Context: an optimization exercise on an open-source flow, tuned for a short achievable clock period and few clock cycles. The choices shown serve that exercise and are no tape-out recipe. Where RTL was checked, it was by simulation tests only, not by an equivalence proof against the original.

==> inputs of branch zinc <==
==> flow/design.v <==
	localparam logic [3:0] OP_HALT     = 4'h0;
	localparam logic [3:0] OP_MOV      = 4'h1;
	localparam logic [3:0] OP_MOVNZ    = 4'h2;
	localparam logic [3:0] OP_MOVEZ    = 4'h3;
	localparam logic [3:0] OP_BUS      = 4'h4;
	localparam logic [3:0] OP_MEMR     = 4'h5;
	localparam logic [3:0] OP_SET      = 4'h6;
	localparam logic [3:0] OP_MEMW     = 4'h7;
	localparam logic [3:0] OP_AND      = 4'h8;
	localparam logic [3:0] OP_OR       = 4'h9;
	localparam logic [3:0] OP_XOR      = 4'hA;
	localparam logic [3:0] OP_ADD      = 4'hB;
	localparam logic [3:0] OP_SHFT     = 4'hC;
	localparam logic [3:0] OP_MUL      = 4'hD;
	localparam logic [3:0] OP_GT       = 4'hE;
	localparam logic [3:0] OP_EQ       = 4'hF;
	localparam int NUM_REGS = 16;
	localparam logic [15:0] TRUE_WORD = 16'hFFFF;
`default_nettype none
module execute_unit (
	input  logic [3:0]  op,
	input  logic [15:0] a,
	input  logic [15:0] b,
	output logic [15:0] result,
	output logic [63:0] mul_part
);
	localparam logic [3:0] OP_HALT     = 4'h0;
	localparam logic [3:0] OP_MOV      = 4'h1;
	localparam logic [3:0] OP_MOVNZ    = 4'h2;
	localparam logic [3:0] OP_MOVEZ    = 4'h3;
	localparam logic [3:0] OP_BUS      = 4'h4;
	localparam logic [3:0] OP_MEMR     = 4'h5;
	localparam logic [3:0] OP_SET      = 4'h6;
	localparam logic [3:0] OP_MEMW     = 4'h7;
	localparam logic [3:0] OP_AND      = 4'h8;
	localparam logic [3:0] OP_OR       = 4'h9;
	localparam logic [3:0] OP_XOR      = 4'hA;
	localparam logic [3:0] OP_ADD      = 4'hB;
	localparam logic [3:0] OP_SHFT     = 4'hC;
	localparam logic [3:0] OP_MUL      = 4'hD;
	localparam logic [3:0] OP_GT       = 4'hE;
	localparam logic [3:0] OP_EQ       = 4'hF;
	localparam int NUM_REGS = 16;
	localparam logic [15:0] TRUE_WORD = 16'hFFFF;
	always_comb begin
		for (int k = 0; k < 4; k++) begin
			mul_part[16*k +: 16] = (a * b[4*k +: 4]) << (4 * k);
		end
	end
	always_comb begin
		case (op)
			OP_AND: result = a & b;
			OP_OR:  result = a | b;
			OP_XOR: result = a ^ b;
			OP_ADD: result = a + b;
			OP_GT:  result = (a > b) ? TRUE_WORD : '0;
			OP_EQ:  result = (a == b) ? TRUE_WORD : '0;
			OP_SHFT: begin
				if (|b[15:8]) begin
					result = (|b[7:4]) ? '0 : (a << b[3:0]);
				end else begin
					result = (|b[7:4]) ? '0 : (a >> b[3:0]);
				end
			end
			default: result = a;
		endcase
	end
endmodule
`default_nettype wire
`default_nettype none
module register_file (
	input  logic        clk,
	input  logic        mem_read_ready_stor_reset,
	input  logic [3:0]  read_a_sel,
	input  logic [3:0]  read_b_sel,
	output logic [15:0] read_a,
	output logic [15:0] read_b,
	input  logic        write_en,
	input  logic [3:0]  write_sel,
	input  logic [15:0] write_data
);
	localparam logic [3:0] OP_HALT     = 4'h0;
	localparam logic [3:0] OP_MOV      = 4'h1;
	localparam logic [3:0] OP_MOVNZ    = 4'h2;
	localparam logic [3:0] OP_MOVEZ    = 4'h3;
	localparam logic [3:0] OP_BUS      = 4'h4;
	localparam logic [3:0] OP_MEMR     = 4'h5;
	localparam logic [3:0] OP_SET      = 4'h6;
	localparam logic [3:0] OP_MEMW     = 4'h7;
	localparam logic [3:0] OP_AND      = 4'h8;
	localparam logic [3:0] OP_OR       = 4'h9;
	localparam logic [3:0] OP_XOR      = 4'hA;
	localparam logic [3:0] OP_ADD      = 4'hB;
	localparam logic [3:0] OP_SHFT     = 4'hC;
	localparam logic [3:0] OP_MUL      = 4'hD;
	localparam logic [3:0] OP_GT       = 4'hE;
	localparam logic [3:0] OP_EQ       = 4'hF;
	localparam int NUM_REGS = 16;
	localparam logic [15:0] TRUE_WORD = 16'hFFFF;
	logic [15:0] regs [NUM_REGS];
	assign read_a = regs[read_a_sel];
	assign read_b = regs[read_b_sel];
	always_ff @(posedge clk) begin
		if (mem_read_ready_stor_reset) begin
			for (int i = 0; i < NUM_REGS; i++) begin
				regs[i] <= '0;
			end
		end else if (write_en) begin
			regs[write_sel] <= write_data;
		end
	end
endmodule
`default_nettype wire
`default_nettype none
module cpu_top (
	input  logic        clk,
	input  logic        mem_read_ready_stor_reset,
	output logic        fetch_req,
	output logic [15:0] fetch_addr,
	input  logic        fetch_ack,
	input  logic [15:0] fetch_data,
	output logic        mem_req,
	output logic        mem_we,
	output logic [15:0] mem_addr,
	output logic [15:0] mem_wdata,
	input  logic        mem_ack,
	input  logic [15:0] mem_rdata,
	output logic        halted
);
	localparam logic [3:0] OP_HALT     = 4'h0;
	localparam logic [3:0] OP_MOV      = 4'h1;
	localparam logic [3:0] OP_MOVNZ    = 4'h2;
	localparam logic [3:0] OP_MOVEZ    = 4'h3;
	localparam logic [3:0] OP_BUS      = 4'h4;
	localparam logic [3:0] OP_MEMR     = 4'h5;
	localparam logic [3:0] OP_SET      = 4'h6;
	localparam logic [3:0] OP_MEMW     = 4'h7;
	localparam logic [3:0] OP_AND      = 4'h8;
	localparam logic [3:0] OP_OR       = 4'h9;
	localparam logic [3:0] OP_XOR      = 4'hA;
	localparam logic [3:0] OP_ADD      = 4'hB;
	localparam logic [3:0] OP_SHFT     = 4'hC;
	localparam logic [3:0] OP_MUL      = 4'hD;
	localparam logic [3:0] OP_GT       = 4'hE;
	localparam logic [3:0] OP_EQ       = 4'hF;
	localparam int NUM_REGS = 16;
	localparam logic [15:0] TRUE_WORD = 16'hFFFF;
	logic rst;
	assign rst = mem_read_ready_stor_reset;
	logic        fetch_ack_q;
	logic        fetch_want;
	logic [15:0] fetch_pc;
	logic        fetch_got;
	logic [15:0] q0, q1;
	logic [1:0]  q_count;
	logic [1:0]  q_count_next;
	logic        q_pop;
	assign fetch_got  = fetch_ack && !fetch_ack_q;
	assign fetch_req  = fetch_want && !fetch_ack;
	assign fetch_addr = fetch_pc;
	always_comb begin
		q_count_next = q_count;
		if (fetch_got && !q_pop) q_count_next = q_count + 2'd1;
		if (!fetch_got && q_pop) q_count_next = q_count - 2'd1;
	end
	always_ff @(posedge clk) begin
		if (rst) begin
			fetch_ack_q <= 1'b0;
			fetch_want <= 1'b1;
			fetch_pc <= '0;
			q_count <= '0;
		end else begin
			fetch_ack_q <= fetch_ack;
			q_count <= q_count_next;
			if (fetch_got) begin
				fetch_pc <= fetch_pc + 16'd1;
			end
			if (!fetch_want || fetch_got) begin
				fetch_want <= (q_count_next != 2'd2);
			end
		end
	end
	always_ff @(posedge clk) begin
		if (fetch_got && (q_count == 2'd0 || (q_count == 2'd1 && q_pop))) begin
			q0 <= fetch_data;
		end else if (q_pop) begin
			q0 <= q1;
		end
		if (fetch_got && ((q_count == 2'd1 && !q_pop) || (q_count == 2'd2 && q_pop))) begin
			q1 <= fetch_data;
		end
	end
	logic        imm_pending;    
	logic [3:0]  imm_to;
	logic        stopped;        
	logic [3:0]  d_op, d_from, d_to, d_cond;
	assign d_op   = q0[3:0];
	assign d_from = q0[7:4];
	assign d_to   = q0[11:8];
	assign d_cond = q0[15:12];
	logic [15:0] rf_a, rf_b;
	logic        e_valid;
	logic [3:0]  e_op;
	logic [3:0]  e_to;
	logic [15:0] e_a, e_b;
	logic        e_mem, e_memw;
	logic        e_mul;          
	logic        e_mul2;         
	logic [63:0] mul_part;
	logic [63:0] mul_q;
	logic [15:0] mul_sum;
	logic        e_long_done;    
	logic [15:0] fwd_data;
	logic        mem_ack_q;
	logic        mem_got;
	logic        e_done;
	logic        e_free;
	logic        e_wen;
	logic [15:0] e_result;
	logic [15:0] wb_data;
	logic        fwd_a, fwd_b;
	assign mem_got = mem_ack && !mem_ack_q;
	assign e_long_done = e_valid && ((e_mem && mem_got) || e_mul2);
	assign e_done  = e_valid && (e_mem ? mem_got : (!e_mul || e_mul2));
	assign e_free  = !e_valid || e_long_done;
	assign q_pop   = (q_count != 2'd0) && !stopped && e_free;
	assign fwd_data = e_mem ? mem_rdata : mul_sum;
	assign fwd_a = e_long_done && !e_memw && (e_to == d_from);
	assign fwd_b = e_long_done && !e_memw && (e_to == d_cond);
	always_ff @(posedge clk) begin
		if (rst) begin
			imm_pending <= 1'b0;
			stopped <= 1'b0;
			e_valid <= 1'b0;
			e_mul2 <= 1'b0;
			mem_ack_q <= 1'b0;
		end else begin
			mem_ack_q <= mem_ack;
			e_mul2 <= e_valid && e_mul && !e_mul2;
			if (e_done) begin
				e_valid <= 1'b0;
			end
			if (q_pop) begin
				if (imm_pending) begin
					imm_pending <= 1'b0;
					e_valid <= 1'b1;
				end else if (d_op == OP_SET) begin
					imm_pending <= 1'b1;
				end else if (d_op == OP_HALT || d_op == OP_BUS) begin
					stopped <= 1'b1;
				end else begin
					e_valid <= 1'b1;
				end
			end
		end
	end
	always_ff @(posedge clk) begin
		if (q_pop) begin
			if (imm_pending) begin
				e_op   <= OP_MOV;
				e_to   <= imm_to;
				e_a    <= q0;
				e_mem  <= 1'b0;
				e_memw <= 1'b0;
				e_mul  <= 1'b0;
			end else begin
				e_op   <= d_op;
				e_to   <= d_to;
				e_a    <= fwd_a ? fwd_data : rf_a;
				e_b    <= fwd_b ? fwd_data : rf_b;
				e_mul  <= (d_op == OP_MUL);
				e_mem  <= (d_op == OP_MEMR) || (d_op == OP_MEMW);
				e_memw <= (d_op == OP_MEMW);
			end
			if (!imm_pending) begin
				imm_to <= d_to;
			end
		end
	end
	execute_unit u_execute_unit (
		.op     (e_op),
		.a      (e_a),
		.b      (e_b),
		.result   (e_result),
		.mul_part (mul_part)
	);
	always_ff @(posedge clk) begin
		mul_q <= mul_part;
	end
	assign mul_sum = mul_q[15:0] + mul_q[31:16] + mul_q[47:32] + mul_q[63:48];
	always_comb begin
		case (e_op)
			OP_MOVNZ: e_wen = |e_b;
			OP_MOVEZ: e_wen = ~|e_b;
			OP_MEMW:  e_wen = 1'b0;
			default:  e_wen = 1'b1;
		endcase
	end
	assign wb_data = (e_mem || e_mul) ? fwd_data : e_result;
	assign mem_req   = e_valid && e_mem && !mem_ack;
	assign mem_we    = e_memw;
	assign mem_addr  = e_a;
	assign mem_wdata = e_b;
	assign halted = stopped && !e_valid;
	register_file u_register_file (
		.clk                       (clk),
		.mem_read_ready_stor_reset (rst),
		.read_a_sel                (d_from),
		.read_b_sel                (d_cond),
		.read_a                    (rf_a),
		.read_b                    (rf_b),
		.write_en                  (e_done && e_wen),
		.write_sel                 (e_to),
		.write_data                (wb_data)
	);
endmodule
`default_nettype wire
==> flow/run.sh <==
#!/bin/bash
# synth_recipe.tcl (not shown) runs the flow's synth.tcl, then flattens the netlist and writes it again
# the make line also repeats each setting of config.mk as NAME=value (left out here)
make -C /OpenROAD-flow-scripts/flow DESIGN_CONFIG=/design/flow/config.mk WORK_HOME=/design/flow/orfs CLKGATE_MAP_FILE= SYNTH_SCRIPT=/design/flow/synth_recipe.tcl finish
==> flow/config.mk <==
export PLATFORM = sky130hd
export DESIGN_NAME = cpu_top
export DESIGN_NICKNAME = cpu_top
export VERILOG_FILES = /design/flow/design.v
export SDC_FILE = /design/flow/constraint.sdc
export NUM_CORES = 4
export LEC_CHECK = 0
export ABC_CLOCK_PERIOD_IN_PS = 3000
export CAP_MARGIN = 20
export CORE_MARGIN = 2
export CORE_UTILIZATION = 40
export SETUP_SLACK_MARGIN = 4.2
export SLEW_MARGIN = 20
==> flow/constraint.sdc <==
create_clock -name core_clock -period 7.5 [get_ports {clk}]
set_input_delay 1.5000 -clock core_clock [delete_from_list [all_inputs] [get_ports {clk}]]
set_output_delay 1.5000 -clock core_clock [all_outputs]
set_load 0.01 [all_outputs]
==> branch onyx: changes against branch zinc <==
--- a/flow/design.v
+++ b/flow/design.v
@@ -23,4 +23,3 @@
 	input  logic [15:0] b,
-	output logic [15:0] result,
-	output logic [63:0] mul_part
+	output logic [15:0] result
 );
@@ -45,7 +44,2 @@
 	always_comb begin
-		for (int k = 0; k < 4; k++) begin
-			mul_part[16*k +: 16] = (a * b[4*k +: 4]) << (4 * k);
-		end
-	end
-	always_comb begin
 		case (op)
@@ -55,2 +49,3 @@
 			OP_ADD: result = a + b;
+			OP_MUL: result = a * b;
 			OP_GT:  result = (a > b) ? TRUE_WORD : '0;
@@ -206,9 +201,2 @@
 	logic        e_mem, e_memw;
-	logic        e_mul;          
-	logic        e_mul2;         
-	logic [63:0] mul_part;
-	logic [63:0] mul_q;
-	logic [15:0] mul_sum;
-	logic        e_long_done;    
-	logic [15:0] fwd_data;
 	logic        mem_ack_q;
@@ -222,9 +210,7 @@
 	assign mem_got = mem_ack && !mem_ack_q;
-	assign e_long_done = e_valid && ((e_mem && mem_got) || e_mul2);
-	assign e_done  = e_valid && (e_mem ? mem_got : (!e_mul || e_mul2));
-	assign e_free  = !e_valid || e_long_done;
+	assign e_done  = e_valid && (!e_mem || mem_got);
+	assign e_free  = !e_valid || (e_mem && mem_got);
 	assign q_pop   = (q_count != 2'd0) && !stopped && e_free;
-	assign fwd_data = e_mem ? mem_rdata : mul_sum;
-	assign fwd_a = e_long_done && !e_memw && (e_to == d_from);
-	assign fwd_b = e_long_done && !e_memw && (e_to == d_cond);
+	assign fwd_a = e_valid && e_mem && !e_memw && mem_got && (e_to == d_from);
+	assign fwd_b = e_valid && e_mem && !e_memw && mem_got && (e_to == d_cond);
 	always_ff @(posedge clk) begin
@@ -234,3 +220,2 @@
 			e_valid <= 1'b0;
-			e_mul2 <= 1'b0;
 			mem_ack_q <= 1'b0;
@@ -238,3 +223,2 @@
 			mem_ack_q <= mem_ack;
-			e_mul2 <= e_valid && e_mul && !e_mul2;
 			if (e_done) begin
@@ -264,3 +248,2 @@
 				e_memw <= 1'b0;
-				e_mul  <= 1'b0;
 			end else begin
@@ -268,5 +251,4 @@
 				e_to   <= d_to;
-				e_a    <= fwd_a ? fwd_data : rf_a;
-				e_b    <= fwd_b ? fwd_data : rf_b;
-				e_mul  <= (d_op == OP_MUL);
+				e_a    <= fwd_a ? mem_rdata : rf_a;
+				e_b    <= fwd_b ? mem_rdata : rf_b;
 				e_mem  <= (d_op == OP_MEMR) || (d_op == OP_MEMW);
@@ -283,9 +265,4 @@
 		.b      (e_b),
-		.result   (e_result),
-		.mul_part (mul_part)
+		.result (e_result)
 	);
-	always_ff @(posedge clk) begin
-		mul_q <= mul_part;
-	end
-	assign mul_sum = mul_q[15:0] + mul_q[31:16] + mul_q[47:32] + mul_q[63:48];
 	always_comb begin
@@ -298,3 +275,3 @@
 	end
-	assign wb_data = (e_mem || e_mul) ? fwd_data : e_result;
+	assign wb_data = e_mem ? mem_rdata : e_result;
 	assign mem_req   = e_valid && e_mem && !mem_ack;
--- a/flow/config.mk
+++ b/flow/config.mk
@@ -7,3 +7,2 @@
 export LEC_CHECK = 0
-export ABC_CLOCK_PERIOD_IN_PS = 3000
 export CAP_MARGIN = 20
@@ -11,3 +10,2 @@
 export CORE_UTILIZATION = 40
-export SETUP_SLACK_MARGIN = 4.2
 export SLEW_MARGIN = 20
==> flow_metrics.tcl <==
set metrics [dict create \
    grt_setup_unrepaired "true" \
    status "complete, no violations" \
    n_all_inverters 178 \
    top_layer "met5" \
    holdWs_ps 480 \
    mostFrequentLayoutCells "edfxtp_1 (331), nor2_1 (221), buf_4 (193), mux4_2 (166), nand2_1 (152)" \
    fp.dieH_um 262 \
    multi_input_cells 1629 \
    multi_input_area_um2 16500 \
    finalClockSkew_ps 41.6 \
]
[end of results for branch zinc]
==> flow_metrics.tcl <==
set metrics [dict create \
    mostFrequentLayoutCells "nor2_1 (360), edfxtp_1 (330), mux4_2 (182), inv_1 (160), nand2_1 (160)" \
    status "complete, no violations" \
    holdWs_ps 477 \
    grt_setup_unrepaired "false" \
    top_layer "met4" \
    multi_input_cells 1448 \
    multi_input_area_um2 13300 \
    fp.dieH_um 256 \
]
[end of results for branch onyx]
Testbench counts of branch onyx, summed over its fixed seeds: cycles 26,628.
No functional check of the RTL was part of branch zinc.

==> separate check: timing with driven ports <==
How much do the figures lean on ideal ports? The routed layouts below were timed once more, with nothing changed but the port constraints. Step 1 sets driving cells, clkbuf_16 on the clock port and buf_2 on the other inputs (assumed; they add their load-dependent delay and slew). Step 2 times the ports against the registers' clock, not the clock port: input delays grow and output delays shrink by t, the midpoint of the rising clock arrivals with the driver on. Slacks: ideal / step 1 / step 2; pairs: ideal / step 1.
| run | shift t [ns] | setup slack, ns | hold WS [ns] | worst setup path at the end |
|---|---|---|---|---|
| branch zinc | 0.658 | 3.903 / 3.903 / 3.333 | 0.480 / 0.480 / 0.480 | input to register |
| branch onyx | 0.594 | 0.484 / 0.484 / 0.484 | 0.477 / 0.477 / 0.477 | register to register |
After both steps every run listed still meets setup and hold. For branch zinc, which loses most, drivers alone change the setup slack by 0.000 ns; drivers and shift together by -0.570 ns.
